This design comes from an exercise in tuning for a short achievable clock period and few clock cycles on the open sky130 flow, not from production work. At most, simulation tests tie the RTL to the original design; equivalence was not proved. The RTL of run 1 was laid out without a check of its function. Power is estimated from default activity; no workload was simulated.

===== design/flow/constraint.sdc =====
create_clock -name core_clock -period 9.0 [get_ports {clock}]
set_input_delay 1.8000 -clock core_clock [delete_from_list [all_inputs] [get_ports {clock}]]
set_output_delay 1.8000 -clock core_clock [all_outputs]
set_load 0.01 [all_outputs]

===== design/flow/run.sh =====
#!/bin/bash
# synth_recipe.tcl (not shown) runs the flow's synth.tcl, then flattens the netlist and writes it again
# the make line also repeats each setting of config.mk as NAME=value (left out here)
make -C /OpenROAD-flow-scripts/flow DESIGN_CONFIG=/design/flow/config.mk WORK_HOME=/design/flow/orfs CLKGATE_MAP_FILE= SYNTH_SCRIPT=/design/flow/synth_recipe.tcl finish

===== design/flow/design.v =====
`default_nettype none
package cpu_pkg;
    localparam int data_width     = 32;
    localparam int reg_addr_width = 5;
    localparam logic [4:0] op_rtype = 5'd0;
    localparam logic [4:0] op_j     = 5'd1;
    localparam logic [4:0] op_bne   = 5'd2;
    localparam logic [4:0] op_jal   = 5'd3;
    localparam logic [4:0] op_addi  = 5'd5;
    localparam logic [4:0] op_blt   = 5'd6;
    localparam logic [4:0] op_sw    = 5'd7;
    localparam logic [4:0] op_lw    = 5'd8;
endpackage
`default_nettype wire
`timescale 1ns/100ps
`default_nettype none
module pfx_op (
    input  logic g,
    input  logic p,
    input  logic g_lo,
    input  logic p_lo,
    output logic g_o,
    output logic p_o
);
    assign g_o = g | (p & g_lo);
    assign p_o = p & p_lo;
endmodule
module pfx_g (
    input  logic g,
    input  logic p,
    input  logic g_lo,
    output logic g_o
);
    assign g_o = g | (p & g_lo);
endmodule
module kadd #(
    parameter int W = 32
) (
    input  logic [W-1:0] a,
    input  logic [W-1:0] b,
    input  logic         cin,
    output logic [W-1:0] sum,
    output logic         cout
);
    localparam int L = $clog2(W + 1);
    wire [W:0] g [0:L];
    wire [W:0] p [0:L];
    assign g[0] = {a & b, cin};
    assign p[0] = {a ^ b, 1'b0};
    genvar l, i;
    generate
        for (l = 0; l < L; l++) begin : lvl
            for (i = 0; i <= W; i++) begin : bitn
                if (i >= (2 << l)) begin : op
                    pfx_op u (.g(g[l][i]), .p(p[l][i]), .g_lo(g[l][i-(1<<l)]), .p_lo(p[l][i-(1<<l)]),
                              .g_o(g[l+1][i]), .p_o(p[l+1][i]));
                end else if (i >= (1 << l)) begin : opg
                    pfx_g u (.g(g[l][i]), .p(p[l][i]), .g_lo(g[l][i-(1<<l)]), .g_o(g[l+1][i]));
                    assign p[l+1][i] = 1'b0;
                end else begin : pass
                    assign g[l+1][i] = g[l][i];
                    assign p[l+1][i] = p[l][i];
                end
            end
        end
    endgenerate
    assign sum  = p[0][W:1] ^ g[L][W-1:0];
    assign cout = g[L][W];
endmodule
`default_nettype wire
module hi_pick #(
    parameter int W = 15
) (
    input  logic         neg,
    input  logic         c,
    input  logic [W-1:0] hi,
    input  logic [W-1:0] hi_p,
    input  logic [W-1:0] hi_m,
    output logic [W-1:0] y
);
    always_comb begin
        case ({neg, c})
            2'b01:   y = hi_p;
            2'b10:   y = hi_m;
            default: y = hi;
        endcase
    end
endmodule
`timescale 1ns/100ps
`default_nettype none
module processor (
    input  logic        clock,
    input  logic        reset,
    output logic [31:0] address_imem,
    input  logic [31:0] q_imem,
    output logic [31:0] address_dmem,
    output logic [31:0] data,
    output logic        wren,
    input  logic [31:0] q_dmem,
    output logic        ctrl_write_enable,
    output logic [4:0]  ctrl_write_reg,
    output logic [4:0]  ctrl_read_reg_a,
    output logic [4:0]  ctrl_read_reg_b,
    output logic [31:0] data_write_reg,
    input  logic [31:0] data_read_reg_a,
    input  logic [31:0] data_read_reg_b
);
    logic [31:0] pc;
    logic [31:0] d_ir;        
    logic [31:0] d_pc1;       
    logic [31:0] d_alt;       
    logic        d_pt;        
    logic [31:0] x_a;
    logic [31:0] x_b;
    logic [31:0] x_addr;      
    logic [4:0]  x_rd;        
    logic        x_we;        
    logic        x_trap;      
    logic [1:0]  x_exc;       
    logic        x_add, x_sub, x_and, x_or, x_sll, x_sra;
    logic [4:0]  x_sh;
    logic        x_lw, x_sw, x_bne, x_blt;
    logic        x_pt;
    logic [31:0] x_alt;
    logic        w_we;
    logic [4:0]  w_rd;
    logic [31:0] w_res;
    logic        redirect;
    logic        stall;
    logic [31:0] pc1;
    logic [4:0]  f_op;
    logic        f_jump, f_bne, f_blt;
    logic [16:0] f_lo;
    logic [14:0] f_hi, f_hi_p, f_hi_m;
    logic [31:0] f_btgt;
    assign address_imem = pc;
    logic        pc1_c;
    kadd #(.W(32)) u_pc1 (.a(pc), .b(32'd0), .cin(1'b1), .sum(pc1), .cout(pc1_c));
    assign f_op  = q_imem[31:27];
    assign f_jump = (f_op == cpu_pkg::op_j) || (f_op == cpu_pkg::op_jal);
    assign f_bne  = (f_op == cpu_pkg::op_bne);
    assign f_blt  = (f_op == cpu_pkg::op_blt);
    logic        f_c;
    kadd #(.W(17)) u_btgt (.a(pc[16:0]), .b(q_imem[16:0]), .cin(1'b1), .sum(f_lo), .cout(f_c));
    assign f_hi   = pc[31:17];
    logic        f_hp_c, f_hm_c;
    kadd #(.W(15)) u_hip (.a(pc[31:17]), .b(15'd0), .cin(1'b1), .sum(f_hi_p), .cout(f_hp_c));
    kadd #(.W(15)) u_him (.a(pc[31:17]), .b(15'h7fff), .cin(1'b0), .sum(f_hi_m), .cout(f_hm_c));
    hi_pick #(.W(15)) u_hisel (.neg(q_imem[16]), .c(f_c), .hi(f_hi), .hi_p(f_hi_p), .hi_m(f_hi_m),
                               .y(f_btgt[31:17]));
    assign f_btgt[16:0] = f_lo;
    always_ff @(posedge clock) begin
        if (reset) begin
            pc <= '0;
        end else if (redirect) begin
            pc <= x_alt;
        end else if (!stall) begin
            if (f_jump)     pc <= {5'b0, q_imem[26:0]};
            else if (f_bne) pc <= f_btgt;    
            else            pc <= pc1;
        end
    end
    always_ff @(posedge clock) begin
        if (reset || redirect) begin
            d_ir <= '0;
        end else if (!stall) begin
            d_ir <= q_imem;
        end
        if (!stall) begin
            d_pc1 <= pc1;
            d_alt <= f_bne ? pc1 : f_btgt;
            d_pt  <= f_bne;
        end
    end
    logic [4:0]  d_op, d_rd, d_rs, d_rt, d_fn;
    logic        d_r, d_ralu, d_addi, d_lw, d_sw, d_bne, d_blt, d_jal;
    logic        d_regw, d_trap;
    logic [4:0]  d_dest, d_rb;
    logic [31:0] d_simm;
    assign d_op = d_ir[31:27];
    assign d_rd = d_ir[26:22];
    assign d_rs = d_ir[21:17];
    assign d_rt = d_ir[16:12];
    assign d_fn = d_ir[6:2];
    assign d_simm = {{15{d_ir[16]}}, d_ir[16:0]};
    assign d_r    = (d_op == cpu_pkg::op_rtype);
    assign d_ralu = d_r && (d_fn <= 5'd5);
    assign d_addi = (d_op == cpu_pkg::op_addi);
    assign d_lw   = (d_op == cpu_pkg::op_lw);
    assign d_sw   = (d_op == cpu_pkg::op_sw);
    assign d_bne  = (d_op == cpu_pkg::op_bne);
    assign d_blt  = (d_op == cpu_pkg::op_blt);
    assign d_jal  = (d_op == cpu_pkg::op_jal);
    assign d_regw = d_ralu || d_addi || d_lw || d_jal;
    assign d_trap = (d_r && (d_fn == 5'd0 || d_fn == 5'd1)) || d_addi;
    assign d_dest = d_jal ? 5'd31 : d_rd;
    assign d_rb   = (d_sw || d_bne || d_blt) ? d_rd : d_rt;
    assign ctrl_read_reg_a = d_rs;
    assign ctrl_read_reg_b = d_rb;
    logic        ma_x, ma_x30, mb_x, mb_x30, ma_w, mb_w;
    logic        sel_xa, sel_xb;
    logic [31:0] x_res;
    logic        x_ovf;
    logic [31:0] fa, fb, fa_agu;
    assign ma_x   = x_we && (x_rd == d_rs);
    assign mb_x   = x_we && (x_rd == d_rb);
    assign ma_x30 = x_trap && (d_rs == 5'd30);
    assign mb_x30 = x_trap && (d_rb == 5'd30);
    assign ma_w   = w_we && (w_rd == d_rs);
    assign mb_w   = w_we && (w_rd == d_rb);
    assign sel_xa = x_ovf ? ma_x30 : ma_x;
    assign sel_xb = x_ovf ? mb_x30 : mb_x;
    assign fa = sel_xa ? x_res : ma_w ? w_res : data_read_reg_a;
    assign fb = sel_xb ? x_res : mb_w ? w_res : data_read_reg_b;
    assign fa_agu = (ma_x && x_lw) ? q_dmem : ma_w ? w_res : data_read_reg_a;
    logic [31:0] d_agu;
    logic        d_agu_c;
    kadd #(.W(32)) u_agu (.a(fa_agu), .b(d_simm), .cin(1'b0), .sum(d_agu), .cout(d_agu_c));
    assign stall  = (d_lw || d_sw) && ((ma_x && !x_lw) || ma_x30);
    always_ff @(posedge clock) begin
        x_a    <= d_jal ? d_pc1 : fa;
        x_b    <= d_addi ? d_simm : (d_jal ? 32'd0 : fb);
        x_addr <= d_agu;
        x_rd   <= d_dest;
        x_sh   <= d_ir[11:7];
        x_exc  <= d_addi ? 2'd2 : (d_fn == 5'd1 ? 2'd3 : 2'd1);
        x_pt   <= d_pt;
        x_alt  <= d_alt;
        if (reset || redirect || stall) begin
            x_we   <= 1'b0;
            x_trap <= 1'b0;
            x_add  <= 1'b0;
            x_sub  <= 1'b0;
            x_and  <= 1'b0;
            x_or   <= 1'b0;
            x_sll  <= 1'b0;
            x_sra  <= 1'b0;
            x_lw   <= 1'b0;
            x_sw   <= 1'b0;
            x_bne  <= 1'b0;
            x_blt  <= 1'b0;
        end else begin
            x_we   <= d_regw && (d_dest != 5'd0);
            x_trap <= d_trap;
            x_add  <= (d_r && d_fn == 5'd0) || d_addi;
            x_sub  <= d_r && d_fn == 5'd1;
            x_and  <= d_r && d_fn == 5'd2;
            x_or   <= (d_r && d_fn == 5'd3) || d_jal;
            x_sll  <= d_r && d_fn == 5'd4;
            x_sra  <= d_r && d_fn == 5'd5;
            x_lw   <= d_lw;
            x_sw   <= d_sw;
            x_bne  <= d_bne;
            x_blt  <= d_blt;
        end
    end
    logic [31:0] sum, diff, alu, sra_res;
    logic        add_ovf, sub_ovf, ne, lt, taken;
    logic        sum_c, diff_c;
    kadd #(.W(32)) u_add (.a(x_a), .b(x_b), .cin(1'b0), .sum(sum), .cout(sum_c));
    kadd #(.W(32)) u_sub (.a(x_a), .b(~x_b), .cin(1'b1), .sum(diff), .cout(diff_c));
    assign add_ovf = (x_a[31] == x_b[31]) && (sum[31] != x_a[31]);
    assign sub_ovf = (x_a[31] != x_b[31]) && (diff[31] != x_a[31]);
    assign x_ovf   = x_trap && (x_sub ? sub_ovf : add_ovf);
    assign sra_res = $signed(x_a) >>> x_sh;
    always_comb begin
        alu = '0;
        if (x_add) alu = alu | sum;
        if (x_sub) alu = alu | diff;
        if (x_and) alu = alu | (x_a & x_b);
        if (x_or)  alu = alu | (x_a | x_b);
        if (x_sll) alu = alu | (x_a << x_sh);
        if (x_sra) alu = alu | sra_res;
    end
    assign x_res = x_lw ? q_dmem : (x_ovf ? {30'd0, x_exc} : alu);
    assign ne       = (x_a != x_b);
    assign lt       = ne && !(diff[31] ^ sub_ovf);   
    assign taken    = (x_bne && ne) || (x_blt && lt);
    assign redirect = (x_bne || x_blt) && (taken != x_pt);
    assign address_dmem = x_addr;
    assign data         = x_b;
    assign wren         = x_sw;
    always_ff @(posedge clock) begin
        w_res <= x_res;
        w_rd  <= x_ovf ? 5'd30 : x_rd;
        if (reset) begin
            w_we <= 1'b0;
        end else begin
            w_we <= x_we || x_ovf;
        end
    end
    assign ctrl_write_enable = w_we;
    assign ctrl_write_reg    = w_rd;
    assign data_write_reg    = w_res;
endmodule
`default_nettype wire

===== design/flow/config.mk =====
export PLATFORM = sky130hd
export DESIGN_NAME = processor
export DESIGN_NICKNAME = processor
export VERILOG_FILES = /design/flow/design.v
export SDC_FILE = /design/flow/constraint.sdc
export NUM_CORES = 4
export LEC_CHECK = 0
export CAP_MARGIN = 20
export CORE_MARGIN = 2
export CORE_UTILIZATION = 40
export SETUP_SLACK_MARGIN = 5
export SLEW_MARGIN = 20
export SYNTH_HIERARCHICAL = 1
export SYNTH_MINIMUM_KEEP_SIZE = 0

==> flow_metrics.env, run 1 <==
export IMPL_fin_crit_ps=4072
export IMPL_track_usage_pct=35.18
export IMPL_seqCellArea_um2=7258
export IMPL_grt_max_degree=71
export IMPL_cts_root_buf="clkbuf_16"
export IMPL_wl_per_cell_um=28.81
export IMPL_start_util_pct=40.27
export IMPL_syn_inst=3633
export IMPL_crit_family="compound AO/OA/AOI/OAI gates"
export IMPL_drc_errors=0
export IMPL_cp_arrival_ps=4600
export IMPL_fin_crit_sh_pct=45.25
export IMPL_final_nets=4377
export IMPL_place_ws_ps=3803
export IMPL_die_y_um=279.8
export IMPL_dieArea_um2=78300
export IMPL_io_pins=275
export IMPL_clock_sinks=320
export IMPL_start_kind="flop"
export IMPL_power_density_nw_per_um2=231.0
export IMPL_first_global_vias=28720
export IMPL_wirelength_um=144600
export IMPL_yosys_warnings=11
export IMPL_tns_ps=0
export IMPL_num_rows=101
export IMPL_dp_hpwl_um=111900
export IMPL_drtPass1Iterations=8
export IMPL_hold_worst_slack_ps=340.9
export IMPL_cpMostUsedCell="a21o_1"
export IMPL_insertion_delay_ps=600
export IMPL_avgSynthCellArea_um2=8.376
export IMPL_max_stage_delay_ps=370
export IMPL_placed_area_um2=34770
export IMPL_leakagePower_uw=0.02027
export IMPL_ir_worst_vdd_uv=174.5
export IMPL_grt_overflow=0
export IMPL_hold_class="flop to flop"
export IMPL_antenna_found_initial=0
export IMPL_slew_headroom_pct=33.25
export IMPL_final_area_um2=38330
export IMPL_worst_path_buf_inv=7
export IMPL_multi_input_area_um2=24050
export IMPL_rsz0062_at_grt="yes"
export IMPL_cts_hold_buf=0
export IMPL_cts_inserted_buffers=41
export IMPL_core_area_um2=75570
export IMPL_required_ps=9530
export IMPL_fin_skew_ps=25.32
export IMPL_worst_pin_slew_ps=1001
export IMPL_fmax_mhz=245.6
export IMPL_drv_slew=0
export IMPL_num_vias=30270
export IMPL_crit_fanout=6
export IMPL_setup_ws_ps=4928
export IMPL_setup_violations_final=0
export IMPL_synth_cell_area_um2=30430
export IMPL_outcome="complete, no violations"
export IMPL_cp_slowest_cell="dfxtp_4"
export IMPL_placedCellCount=4869
export IMPL_cts_tree="built"
export IMPL_path_clk_slew_ps=60
export IMPL_drtAntennaViolNets=0
export IMPL_portBuffers=274
export IMPL_cts_path_max_buffers=3
export IMPL_path_cells="buf_12 -> ha_4 -> and2_1 -> a21o_1 -> a21o_1 -> a21o_1 -> a21o_1 -> xor2_2 -> xnor2_1 -> o22ai_1 -> buf_6 -> buf_8 -> buf_4 -> a31oi_4 -> buf_6 -> clkbuf_16 -> buf_4 -> a21oi_4 -> a22o_1"
export IMPL_end_kind="flop"
export IMPL_hold_violations=0
export IMPL_crit_type="flop to flop"
export IMPL_via_per_inst=6.033
export IMPL_final_cell_mix="664 x a21o_1, 491 x and2_1, 360 x nand2_1, 253 x clkdlybuf4s50_1, 186 x dfxtp_1"
export IMPL_drive_gt1_share_pct=13.86
export IMPL_chipWidth_um=279.8
export IMPL_syn_to_final_growth_pct=25.95
export IMPL_place_congestion=1.062
export IMPL_n_fill_cell=7399
export IMPL_final_cells=5018
export IMPL_grt_pass1_wl_um=202400
export IMPL_max_cap_violations=0
export IMPL_layout_commonest_cell="a21o_1"
export IMPL_cts_htree_levels=2
export IMPL_drt_initial_drc_count=3464
==> final timing paths <==
| kind | cells past startpoint | slack (ps) | end | from |
|---|---|---|---|---|
| max | 19 | 4930 | x_b[2] | x_b[1] |
| min | 0 | 340 | x_alt[10] | d_alt[10] |
| max reg2reg | 19 | 4930 | x_b[2] | x_b[1] |
| min reg2reg | 0 | 340 | x_alt[10] | d_alt[10] |
==> report_power, final <==
part | total, µW | internal [µW] | switching (µW)
registers | 2320 | 1910 | 414
logic | 4710 | 2060 | 2650
clock network | 1820 | 1080 | 740
total | 8850 | 5050 | 3800
==> per-stage QoR <==
| stage | utilization, % | total power [µW] |
|---|---|---|
| after CTS | 48.87 | 8540 |
| after detailed placement | 46.01 | 6626 |
| final | 50.72 | 8852 |
| after global routing | 50.71 | 9297 |
| after global placement | 46.01 | 6645 |
| after floorplan | - | 5066 |
==> area by class of cell <==
class	instances	share of cell area (%)
clock inverters	28	0.9565
flip-flops and latches	320	18.94
inverters	100	1.009
well taps	978	3.193
multi-input cells	3150	62.74
clock buffers	48	2.906
repair buffers	393	10.25
diodes	1	0.006529
==> metal layers <==
layer  GRT usage [%]  part of all wire, %
met2           55.51                   44
met1           47.14                   43
met3           5.771                  7.8
met5               0                    0
met4           15.74                  5.3
==> sequential cells by signal (all words and copies together) (netlist names), 32 cells and up <==
signal,cells
pc,32
d_ir,32
x_alt,32
x_b,32
x_a,32
d_pc1,32
d_alt,32
x_addr,32
w_res,32
==> repair_timing <==
action	CTS	global route
cloned	2	5
setup endpoints to repair	212	113
pin swaps	5	25
gates resized for setup	198	203
buffers inserted	16	48
==> run 2, diff against run 1 <==
--- a/design/flow/design.v
+++ b/design/flow/design.v
@@ -13,78 +13,4 @@
 endpackage
 `default_nettype wire
-`timescale 1ns/100ps
-`default_nettype none
-module pfx_op (
-    input  logic g,
-    input  logic p,
-    input  logic g_lo,
-    input  logic p_lo,
-    output logic g_o,
-    output logic p_o
-);
-    assign g_o = g | (p & g_lo);
-    assign p_o = p & p_lo;
-endmodule
-module pfx_g (
-    input  logic g,
-    input  logic p,
-    input  logic g_lo,
-    output logic g_o
-);
-    assign g_o = g | (p & g_lo);
-endmodule
-module kadd #(
-    parameter int W = 32
-) (
-    input  logic [W-1:0] a,
-    input  logic [W-1:0] b,
-    input  logic         cin,
-    output logic [W-1:0] sum,
-    output logic         cout
-);
-    localparam int L = $clog2(W + 1);
-    wire [W:0] g [0:L];
-    wire [W:0] p [0:L];
-    assign g[0] = {a & b, cin};
-    assign p[0] = {a ^ b, 1'b0};
-    genvar l, i;
-    generate
-        for (l = 0; l < L; l++) begin : lvl
-            for (i = 0; i <= W; i++) begin : bitn
-                if (i >= (2 << l)) begin : op
-                    pfx_op u (.g(g[l][i]), .p(p[l][i]), .g_lo(g[l][i-(1<<l)]), .p_lo(p[l][i-(1<<l)]),
-                              .g_o(g[l+1][i]), .p_o(p[l+1][i]));
-                end else if (i >= (1 << l)) begin : opg
-                    pfx_g u (.g(g[l][i]), .p(p[l][i]), .g_lo(g[l][i-(1<<l)]), .g_o(g[l+1][i]));
-                    assign p[l+1][i] = 1'b0;
-                end else begin : pass
-                    assign g[l+1][i] = g[l][i];
-                    assign p[l+1][i] = p[l][i];
-                end
-            end
-        end
-    endgenerate
-    assign sum  = p[0][W:1] ^ g[L][W-1:0];
-    assign cout = g[L][W];
-endmodule
-`default_nettype wire
-module hi_pick #(
-    parameter int W = 15
-) (
-    input  logic         neg,
-    input  logic         c,
-    input  logic [W-1:0] hi,
-    input  logic [W-1:0] hi_p,
-    input  logic [W-1:0] hi_m,
-    output logic [W-1:0] y
-);
-    always_comb begin
-        case ({neg, c})
-            2'b01:   y = hi_p;
-            2'b10:   y = hi_m;
-            default: y = hi;
-        endcase
-    end
-endmodule
 `timescale 1ns/100ps
 `default_nettype none
@@ -131,23 +57,25 @@
     logic [4:0]  f_op;
     logic        f_jump, f_bne, f_blt;
-    logic [16:0] f_lo;
+    logic [17:0] f_lo;
     logic [14:0] f_hi, f_hi_p, f_hi_m;
     logic [31:0] f_btgt;
     assign address_imem = pc;
-    logic        pc1_c;
-    kadd #(.W(32)) u_pc1 (.a(pc), .b(32'd0), .cin(1'b1), .sum(pc1), .cout(pc1_c));
+    assign pc1   = pc + 32'd1;
     assign f_op  = q_imem[31:27];
     assign f_jump = (f_op == cpu_pkg::op_j) || (f_op == cpu_pkg::op_jal);
     assign f_bne  = (f_op == cpu_pkg::op_bne);
     assign f_blt  = (f_op == cpu_pkg::op_blt);
-    logic        f_c;
-    kadd #(.W(17)) u_btgt (.a(pc[16:0]), .b(q_imem[16:0]), .cin(1'b1), .sum(f_lo), .cout(f_c));
-    assign f_hi   = pc[31:17];
-    logic        f_hp_c, f_hm_c;
-    kadd #(.W(15)) u_hip (.a(pc[31:17]), .b(15'd0), .cin(1'b1), .sum(f_hi_p), .cout(f_hp_c));
-    kadd #(.W(15)) u_him (.a(pc[31:17]), .b(15'h7fff), .cin(1'b0), .sum(f_hi_m), .cout(f_hm_c));
-    hi_pick #(.W(15)) u_hisel (.neg(q_imem[16]), .c(f_c), .hi(f_hi), .hi_p(f_hi_p), .hi_m(f_hi_m),
-                               .y(f_btgt[31:17]));
-    assign f_btgt[16:0] = f_lo;
+    assign f_lo   = {1'b0, pc1[16:0]} + {1'b0, q_imem[16:0]};
+    assign f_hi   = pc1[31:17];
+    assign f_hi_p = pc1[31:17] + 15'd1;
+    assign f_hi_m = pc1[31:17] - 15'd1;
+    always_comb begin
+        case ({q_imem[16], f_lo[17]})
+            2'b01:   f_btgt[31:17] = f_hi_p;
+            2'b10:   f_btgt[31:17] = f_hi_m;
+            default: f_btgt[31:17] = f_hi;
+        endcase
+        f_btgt[16:0] = f_lo[16:0];
+    end
     always_ff @(posedge clock) begin
         if (reset) begin
@@ -214,12 +142,9 @@
     assign fb = sel_xb ? x_res : mb_w ? w_res : data_read_reg_b;
     assign fa_agu = (ma_x && x_lw) ? q_dmem : ma_w ? w_res : data_read_reg_a;
-    logic [31:0] d_agu;
-    logic        d_agu_c;
-    kadd #(.W(32)) u_agu (.a(fa_agu), .b(d_simm), .cin(1'b0), .sum(d_agu), .cout(d_agu_c));
     assign stall  = (d_lw || d_sw) && ((ma_x && !x_lw) || ma_x30);
     always_ff @(posedge clock) begin
         x_a    <= d_jal ? d_pc1 : fa;
         x_b    <= d_addi ? d_simm : (d_jal ? 32'd0 : fb);
-        x_addr <= d_agu;
+        x_addr <= fa_agu + d_simm;
         x_rd   <= d_dest;
         x_sh   <= d_ir[11:7];
@@ -257,7 +182,6 @@
     logic [31:0] sum, diff, alu, sra_res;
     logic        add_ovf, sub_ovf, ne, lt, taken;
-    logic        sum_c, diff_c;
-    kadd #(.W(32)) u_add (.a(x_a), .b(x_b), .cin(1'b0), .sum(sum), .cout(sum_c));
-    kadd #(.W(32)) u_sub (.a(x_a), .b(~x_b), .cin(1'b1), .sum(diff), .cout(diff_c));
+    assign sum     = x_a + x_b;
+    assign diff    = x_a - x_b;
     assign add_ovf = (x_a[31] == x_b[31]) && (sum[31] != x_a[31]);
     assign sub_ovf = (x_a[31] != x_b[31]) && (diff[31] != x_a[31]);
@@ -275,5 +199,5 @@
     assign x_res = x_lw ? q_dmem : (x_ovf ? {30'd0, x_exc} : alu);
     assign ne       = (x_a != x_b);
-    assign lt       = ne && !(diff[31] ^ sub_ovf);   
+    assign lt       = $signed(x_b) < $signed(x_a);
     assign taken    = (x_bne && ne) || (x_blt && lt);
     assign redirect = (x_bne || x_blt) && (taken != x_pt);
--- a/design/flow/config.mk
+++ b/design/flow/config.mk
@@ -6,4 +6,5 @@
 export NUM_CORES = 4
 export LEC_CHECK = 0
+export ABC_CLOCK_PERIOD_IN_PS = 3000
 export CAP_MARGIN = 20
 export CORE_MARGIN = 2
@@ -11,4 +12,2 @@
 export SETUP_SLACK_MARGIN = 5
 export SLEW_MARGIN = 20
-export SYNTH_HIERARCHICAL = 1
-export SYNTH_MINIMUM_KEEP_SIZE = 0
==> run 2 against run 1 <==
Compared with the run above: final cell count decreased by 15%; global-route usage decreased by 1.2 points; power decreased by 40%; register-to-register slack got worse by 1600 ps; synthesized cell count decreased by 17%; highest routed layer is now met5; via count decreased by 12%; utilization increased by 6.8 points; count of clock-buffer cells in the layout decreased by 1.
==> flow_metrics.env, run 2 <==
export IMPL_cts_hold_buf=0
export IMPL_reg2reg_setup_slack_ps=3330
export IMPL_synth_top_area_cell="dfxtp_1"
export IMPL_cts_tree="built"
export IMPL_crit_type="input port to flop"
export IMPL_cts_root_buf="clkbuf_16"
export IMPL_portBuffers=274
export IMPL_tns_ps=0
export IMPL_antenna_found_initial=10
export IMPL_yosys_top_cells_area="dfxtp_1 21%, ha_1 9.2%, edfxtp_1 7.9%"
export IMPL_start_kind="input port"
export IMPL_r2r_start="pc[0]"
export IMPL_drc_errors=0
export IMPL_insertion_delay_ps=530
export IMPL_wl_per_cell_um=27.03
export IMPL_synth_common_cells="323 x nor2_1, 304 x nand2_1, 255 x dfxtp_1"
export IMPL_cp_arrival_ps=6200
export IMPL_wirelength_um=115300
export IMPL_end_kind="flop"
export IMPL_chipWidth_um=252.9
export IMPL_final_area_um2=35370
export IMPL_synth_seq_cells=320
export IMPL_dp_hpwl_um=77980
export IMPL_drive_gt1_share_pct=27.30
export IMPL_path_clk_slew_ps=60
export IMPL_syn_inst=3000
export IMPL_synth_top_area_share_pct=20.60
export IMPL_num_rows=91
export IMPL_drv_slew=0
export IMPL_required_ps=9430
export IMPL_synth_edff_count=65
export IMPL_drtPass1Iterations=6
export IMPL_n_fill_cell=5266
export IMPL_whs_endpoint="x_alt[5]"
export IMPL_max_stage_delay_ps=540
export IMPL_layout_commonest_cell="nand2_1"
export IMPL_ir_worst_vdd_uv=120.5
export IMPL_cp_slowest_cell="or4_4"
export IMPL_power_density_nw_per_um2=150.6
export IMPL_rsz0062_at_grt="yes"
export IMPL_fin_crit_ps=5776
export IMPL_hold_class="flop to flop"
export IMPL_io_pins=275
export IMPL_fin_crit_sh_pct=64.18
export IMPL_crit_fanout=4
export IMPL_path_cells="buf_8 -> ha_4 -> a21o_1 -> a21oi_4 -> o21bai_4 -> a21oi_4 -> o31ai_4 -> o41ai_4 -> o21ai_2 -> a21o_1 -> a21oi_4 -> ha_4 -> ha_4 -> a31o_4 -> nor2_4 -> nor3_4 -> or4_4 -> a311oi_2 -> nand2_1 -> nor2_2 -> xnor2_1 -> o211a_1 -> a2111oi_2"
export IMPL_cts_inserted_buffers=36
export IMPL_avgSynthCellArea_um2=8.259
export IMPL_place_congestion=0.9994
export IMPL_clock_sinks=320
export IMPL_final_cell_mix="290 x nand2_1, 278 x nor2_1, 234 x clkdlybuf4s50_1, 210 x buf_4, 198 x dfxtp_1"
export IMPL_num_vias=26720
export IMPL_dieArea_um2=63950
export IMPL_cts_path_max_buffers=3
export IMPL_fin_skew_ps=18.07
export IMPL_synthArstFlopShare_pct=0
export IMPL_synth_ff_type="dfxtp_1"
export IMPL_outcome="complete, no violations"
export IMPL_synth_seq_area_share_pct=28.48
export IMPL_final_nets=3763
export IMPL_hold_path_depth=0
export IMPL_via_per_inst=6.262
export IMPL_grt_pass1_wl_um=164600
export IMPL_fmax_mhz=173.1
export IMPL_slew_headroom_pct=15.56
export IMPL_track_usage_pct=33.99
export IMPL_core_area_um2=61480
export IMPL_reg2regPathDepth=24
export IMPL_r2r_end="pc[24]"
export IMPL_worst_hold_startpoint="d_alt[5]"
export IMPL_die_y_um=252.9
export IMPL_yosys_warnings=1
export IMPL_hold_violations=0
export IMPL_grt_max_degree=68
export IMPL_start_util_pct=40.30
export IMPL_setup_violations_final=0
export IMPL_first_global_vias=25440
export IMPL_leakagePower_uw=0.01426
export IMPL_synth_cell_area_um2=24780
export IMPL_drt_initial_drc_count=3124
export IMPL_cts_htree_levels=2
export IMPL_ys_types=84
export IMPL_yosysMostFrequentCell="nor2_1"
export IMPL_hold_worst_slack_ps=339.4
export IMPL_syn_to_final_growth_pct=42.76
export IMPL_placed_area_um2=28210
export IMPL_worst_pin_slew_ps=1267
export IMPL_grt_overflow=0
export IMPL_max_cap_violations=0
export IMPL_drtAntennaViolNets=0
[run 2: worst max path at each step]
stage          cells past startpoint       from  slack [ps]     end
6_report                          23  q_imem[1]        3220  pc[24]
5_1_grt                           23  q_imem[1]        3070  pc[24]
4_1_cts                           24  q_imem[1]        3260  pc[24]
3_5_place_dp                      24  q_imem[1]        1550  pc[27]
3_3_place_gp                      24  q_imem[1]        1710  pc[27]
2_1_floorplan                     22  q_imem[1]        3070  pc[24]
[run 2: critical path: cells and delay by family]
kind	cells	cell delay [ps]
AO/OA/AOI/OAI	13	2600
AND/OR/NAND/NOR	5	1000
adder cells (fa/ha/maj)	3	630
buffers and inverters	1	100
XOR/XNOR	1	70
[run 2: logic make-up (layout without fill, tap and decap cells)]
group / count (synthesis) / after routing / share of synthesized area, %
adders and majority gates: 187 / 187 / 9.595
and+or+nand+nor: 946 / 953 / 17.35
buffers and inverters: 351 / 815 / 5.630
AOI/OAI and AO/OA: 878 / 878 / 23.72
muxes: 194 / 195 / 10.85
other: 0 / 5 / 0
DFF: 320 / 320 / 28.48
xor gates and xnor gates: 124 / 124 / 4.383
[run 2: timing repair]
item	in CTS	in global routing
gates resized for setup	499	275
pin swaps	167	176
setup buffers	204	69
setup endpoints to repair	222	213
cloned	14	6
[run 2: where the power goes]
part / switching, µW / total, µW / internal (µW)
registers: 194 / 1850 / 1650
clock network: 642 / 1540 / 903
logic: 1040 / 1940 / 896
total: 1880 / 5330 / 3450
[run 2: through the flow]
step | power (µW) | utilization, % | instances | setup WS, ps
CTS | 5132 | 54.01 | 4187 | 3263
floorplan | 2732 | - | 3000 | 3073
finish | 5327 | 57.53 | 4267 | 3224
detailed placement | 3360 | 45.88 | 3905 | 1547
global placement | 3350 | 45.88 | 3905 | 1706
global route | 5521 | 57.52 | 4264 | 3065
[run 2: layout make-up]
class	instances	area (µm²)	share of cell area (%)
antenna	5	12.51	0.03537
clock inverter	17	181.4	0.5129
clock buffer	47	1035	2.925
tap	790	988.4	2.794
timing repair buffer	593	6010	16.99
sequential	320	7193	20.34
multi-input combinational	2337	19330	54.66
inverter	158	616.8	1.744
[run 2: per-layer routing]
metal / vias to the layer above / wire [µm] / GRT usage, % / share of wire (%)
li1: 11860 / - / - / -
met1: 13110 / 45530 / 43.17 / 39
met2: 1416 / 54060 / 56.60 / 47
met3: 326 / 9555 / 6.157 / 8.3
met4: 8 / 6121 / 14.34 / 5.3
met5: - / 52 / 0 / 0.045
Testbench counts of run 2, summed over its fixed seeds: cycles 43,862.

==> afterwards: timing with drivers on the ports <==
In the flow no input, the clock included, has a driving cell. The finished layouts below were timed again as built, in two steps. Step 1 (the two cells are an assumption about what drives the block):
set clk [get_ports {clock}]
set_driving_cell -lib_cell sky130_fd_sc_hd__clkbuf_16 $clk
set_driving_cell -lib_cell sky130_fd_sc_hd__buf_2 [delete_from_list [all_inputs] $clk]
Step 2 moves the port delays by t, midway between the first and last clock arrival at a register: inputs arrive t later, outputs are due t later. That takes back most of the time a late clock gives input paths. Slacks: ideal / step 1 / step 2; pairs: ideal / step 1.
| run | shift t [ns] | setup slack, ns | worst setup path after step 2 | worst slew at a driven data input, ns | pins driven straight from the clock port |
|---|---|---|---|---|---|
| run 1 | 0.653 | 4.928 / 4.928 / 4.370 | input to register | 0.07 | 1 |
| run 2 | 0.581 | 3.224 / 3.240 / 2.658 | input to register | 0.15 | 1 |
After both steps every run listed still meets setup and hold. For run 2, which loses most, drivers alone change the setup slack by +0.016 ns; drivers and shift together by -0.566 ns.
